Background: an optimization exercise with open tools, aiming at small area. Do not read the settings as production practice.
The RTL was checked by simulation tests, not by an equivalence proof against the original design.
No activity file was given, so power comes from the tool's default toggle rates.

==> flow/design.v <==
package mips_pkg;
  localparam int unsigned REG_AW = 5;
  localparam logic [5:0] OP_RTYPE = 6'h00;
  localparam logic [5:0] OP_BEQ   = 6'h04;
  localparam logic [5:0] OP_ANDI  = 6'h0C;
  localparam logic [5:0] OP_ORI   = 6'h0D;
  localparam logic [5:0] OP_XORI  = 6'h0E;
  localparam logic [5:0] OP_LW    = 6'h23;
  localparam logic [31:0] MIPS_NOP = 32'h0000_0000;
  function automatic logic [31:0] imm_ext(input logic [31:0] ins);
    logic [5:0] op;
    op = ins[31:26];
    if (op == OP_ANDI || op == OP_ORI || op == OP_XORI)
      imm_ext = {16'h0000, ins[15:0]};
    else
      imm_ext = {{16{ins[15]}}, ins[15:0]};
  endfunction
endpackage
import mips_pkg::*;
module id_regfile
(
  input  logic              CLK,
  input  logic              RST,
  input  logic [REG_AW-1:0] ra1,
  input  logic [REG_AW-1:0] ra2,
  output logic [31:0]       rd1,
  output logic [31:0]       rd2,
  input  logic              we,
  input  logic [REG_AW-1:0] wa,
  input  logic [31:0]       wd
);
  logic [31:0] regs [1:31];
  logic [31:1] wen;
  logic [31:0] wdata;
  logic [31:1] nsel1, nsel2;
  assign wdata = wd & {32{~RST}};
  logic [3:0] hi1, hi2;
  logic [7:0] lo1, lo2;
  always_comb begin
    for (int k = 0; k < 4; k++) begin
      hi1[k] = (ra1[4:3] == 2'(k));
      hi2[k] = (ra2[4:3] == 2'(k));
    end
    for (int k = 0; k < 8; k++) begin
      lo1[k] = (ra1[2:0] == 3'(k));
      lo2[k] = (ra2[2:0] == 3'(k));
    end
  end
  always_comb begin
    for (int i = 1; i < 32; i++) begin
      wen[i]   = RST || (we && (wa == 5'(i)));
      nsel1[i] = !(hi1[i >> 3] && lo1[i & 7]);
      nsel2[i] = !(hi2[i >> 3] && lo2[i & 7]);
    end
  end
  always_ff @(posedge CLK) begin
    for (int i = 1; i < 32; i++)
      if (wen[i]) regs[i] <= wdata;
  end
  always_comb begin
    rd1 = {32{ra1 != '0}};
    rd2 = {32{ra2 != '0}};
    for (int i = 1; i < 32; i++) begin
      rd1 = rd1 & (regs[i] | {32{nsel1[i]}});
      rd2 = rd2 & (regs[i] | {32{nsel2[i]}});
    end
  end
endmodule
import mips_pkg::*;
module id_stage
#(
  parameter logic [31:0] NOP_INS  = MIPS_NOP,
  parameter logic [31:0] RESET_PC = 32'h0000_0000
)(
  input  logic              CLK,
  input  logic              RST,
  input  logic [31:0]       Ins,
  input  logic [31:0]       nextPC,
  input  logic              flush,
  input  logic              ex_memread,
  input  logic [REG_AW-1:0] ex_rt,
  input  logic              wb_we,
  input  logic [REG_AW-1:0] wb_addr,
  input  logic [31:0]       wb_data,
  output logic              stall,
  output logic              id_valid,
  output logic [31:0]       id_pc,
  output logic [5:0]        id_opcode,
  output logic [5:0]        id_funct,
  output logic [REG_AW-1:0] id_rs,
  output logic [REG_AW-1:0] id_rt,
  output logic [REG_AW-1:0] id_rd,
  output logic [31:0]       id_rs_data,
  output logic [31:0]       id_rt_data,
  output logic [31:0]       id_imm,
  output logic [31:0]       id_br_target
);
  logic [31:0]       ins_q;
  logic [31:0]       pc_q;
  logic              valid_q;
  logic              stall_w;
  logic [REG_AW-1:0] rs;
  logic [REG_AW-1:0] rt;
  logic [31:0]       imm;
  always_ff @(posedge CLK) begin
    if (RST || flush) begin
      ins_q   <= NOP_INS;
      pc_q    <= RESET_PC;
      valid_q <= 1'b0;
    end else if (!stall_w) begin
      ins_q   <= Ins;
      pc_q    <= nextPC;
      valid_q <= 1'b1;
    end
  end
  assign rs  = ins_q[25:21];
  assign rt  = ins_q[20:16];
  assign imm = mips_pkg::imm_ext(ins_q);
  assign stall_w = valid_q && ex_memread && (ex_rt != '0) &&
                   ((ex_rt == rs) || (ex_rt == rt));
  assign stall        = stall_w;
  assign id_valid     = valid_q;
  assign id_pc        = pc_q;
  assign id_opcode    = ins_q[31:26];
  assign id_rs        = rs;
  assign id_rt        = rt;
  assign id_rd        = ins_q[15:11];
  assign id_funct     = ins_q[5:0];
  assign id_imm       = imm;
  assign id_br_target = pc_q + (imm << 2);
  id_regfile u_regfile (
    .CLK (CLK),
    .RST (RST),
    .ra1 (rs),
    .ra2 (rt),
    .rd1 (id_rs_data),
    .rd2 (id_rt_data),
    .we  (wb_we),
    .wa  (wb_addr),
    .wd  (wb_data)
  );
endmodule
clock: 6.0 ns
lec_check: 0
cap_margin: 20
core_margin: 2
core_utilization: 60
setup_slack_margin: 0.1
slew_margin: 20
standard.sh (not shown) runs the stock make flow with config.mk's settings and CLKGATE_MAP_FILE= SYNTH_SCRIPT=/design/flow/synth_recipe.tcl, a recipe that flattens the netlist after the stock synthesis.
==> flow/flow/run.sh <==
#!/bin/bash
# Standard ORFS layout with two changes: port buffers use the smallest buffer
# cell, and CTS uses large sink clusters without dummy loads.
set -euo pipefail
export BUFFER_PORTS_ARGS="-buffer_cell sky130_fd_sc_hd__buf_1"
export CTS_ARGS="-sink_clustering_enable -repair_clock_nets -dont_use_dummy_load -root_buf sky130_fd_sc_hd__clkbuf_16 -buf_list sky130_fd_sc_hd__clkbuf_16 -sink_clustering_size 26 -sink_clustering_max_diameter 120"
bash standard.sh > standard.log 2>&1
Change:
--- a/flow/design.v
+++ b/flow/design.v
@@ -31,29 +31,17 @@
 );
   logic [31:0] regs [1:31];
   logic [31:1] wen;
   logic [31:0] wdata;
   logic [31:1] nsel1, nsel2;
   assign wdata = wd & {32{~RST}};
-  logic [3:0] hi1, hi2;
-  logic [7:0] lo1, lo2;
-  always_comb begin
-    for (int k = 0; k < 4; k++) begin
-      hi1[k] = (ra1[4:3] == 2'(k));
-      hi2[k] = (ra2[4:3] == 2'(k));
-    end
-    for (int k = 0; k < 8; k++) begin
-      lo1[k] = (ra1[2:0] == 3'(k));
-      lo2[k] = (ra2[2:0] == 3'(k));
-    end
-  end
   always_comb begin
     for (int i = 1; i < 32; i++) begin
       wen[i]   = RST || (we && (wa == 5'(i)));
-      nsel1[i] = !(hi1[i >> 3] && lo1[i & 7]);
-      nsel2[i] = !(hi2[i >> 3] && lo2[i & 7]);
+      nsel1[i] = (ra1 != 5'(i));
+      nsel2[i] = (ra2 != 5'(i));
     end
   end
   always_ff @(posedge CLK) begin
     for (int i = 1; i < 32; i++)
       if (wen[i]) regs[i] <= wdata;
   end
Count of clock-buffer cells in the layout does not change.
Final area grows by 1.0%.
Hold slack is better by 59 ps.
Area after synthesis climbs by 0.87%.
Setup slack gains 320 ps.
Combinational power rose by about 3%.
Non-clock buffer count went up by 35.
Core utilization increases by 0.44 points.
Clock skew fell by 16 ps.
Power grows by 0.44%.
Clock power stays flat.
Synthesized cell count goes down by about 1.9%.

## static timing again, ports no longer ideal
The results above use ideal ports. As a check the final layouts listed here were re-extracted and re-timed, cells and wires unchanged. Step 1: set_driving_cell puts a clkbuf_16 on CLK and a buf_2 on each other input, an assumption about the parent block. Step 2 also shifts input and output timing later by t, the mid clock arrival at the registers, as if the neighbouring blocks saw the same clock. a / b / c = ideal ports / drivers / drivers and shift; a / b = the first two.
| run | t (ns) | slack for setup (ns) | worst setup path at the end |
|---|---|---|---|
| the first run | 0.714 | 0.287 / 0.219 / 0.933 | register to output |
| the second run | 0.722 | 0.609 / 0.537 / 1.259 | register to output |
After both steps every run listed still meets setup and hold.
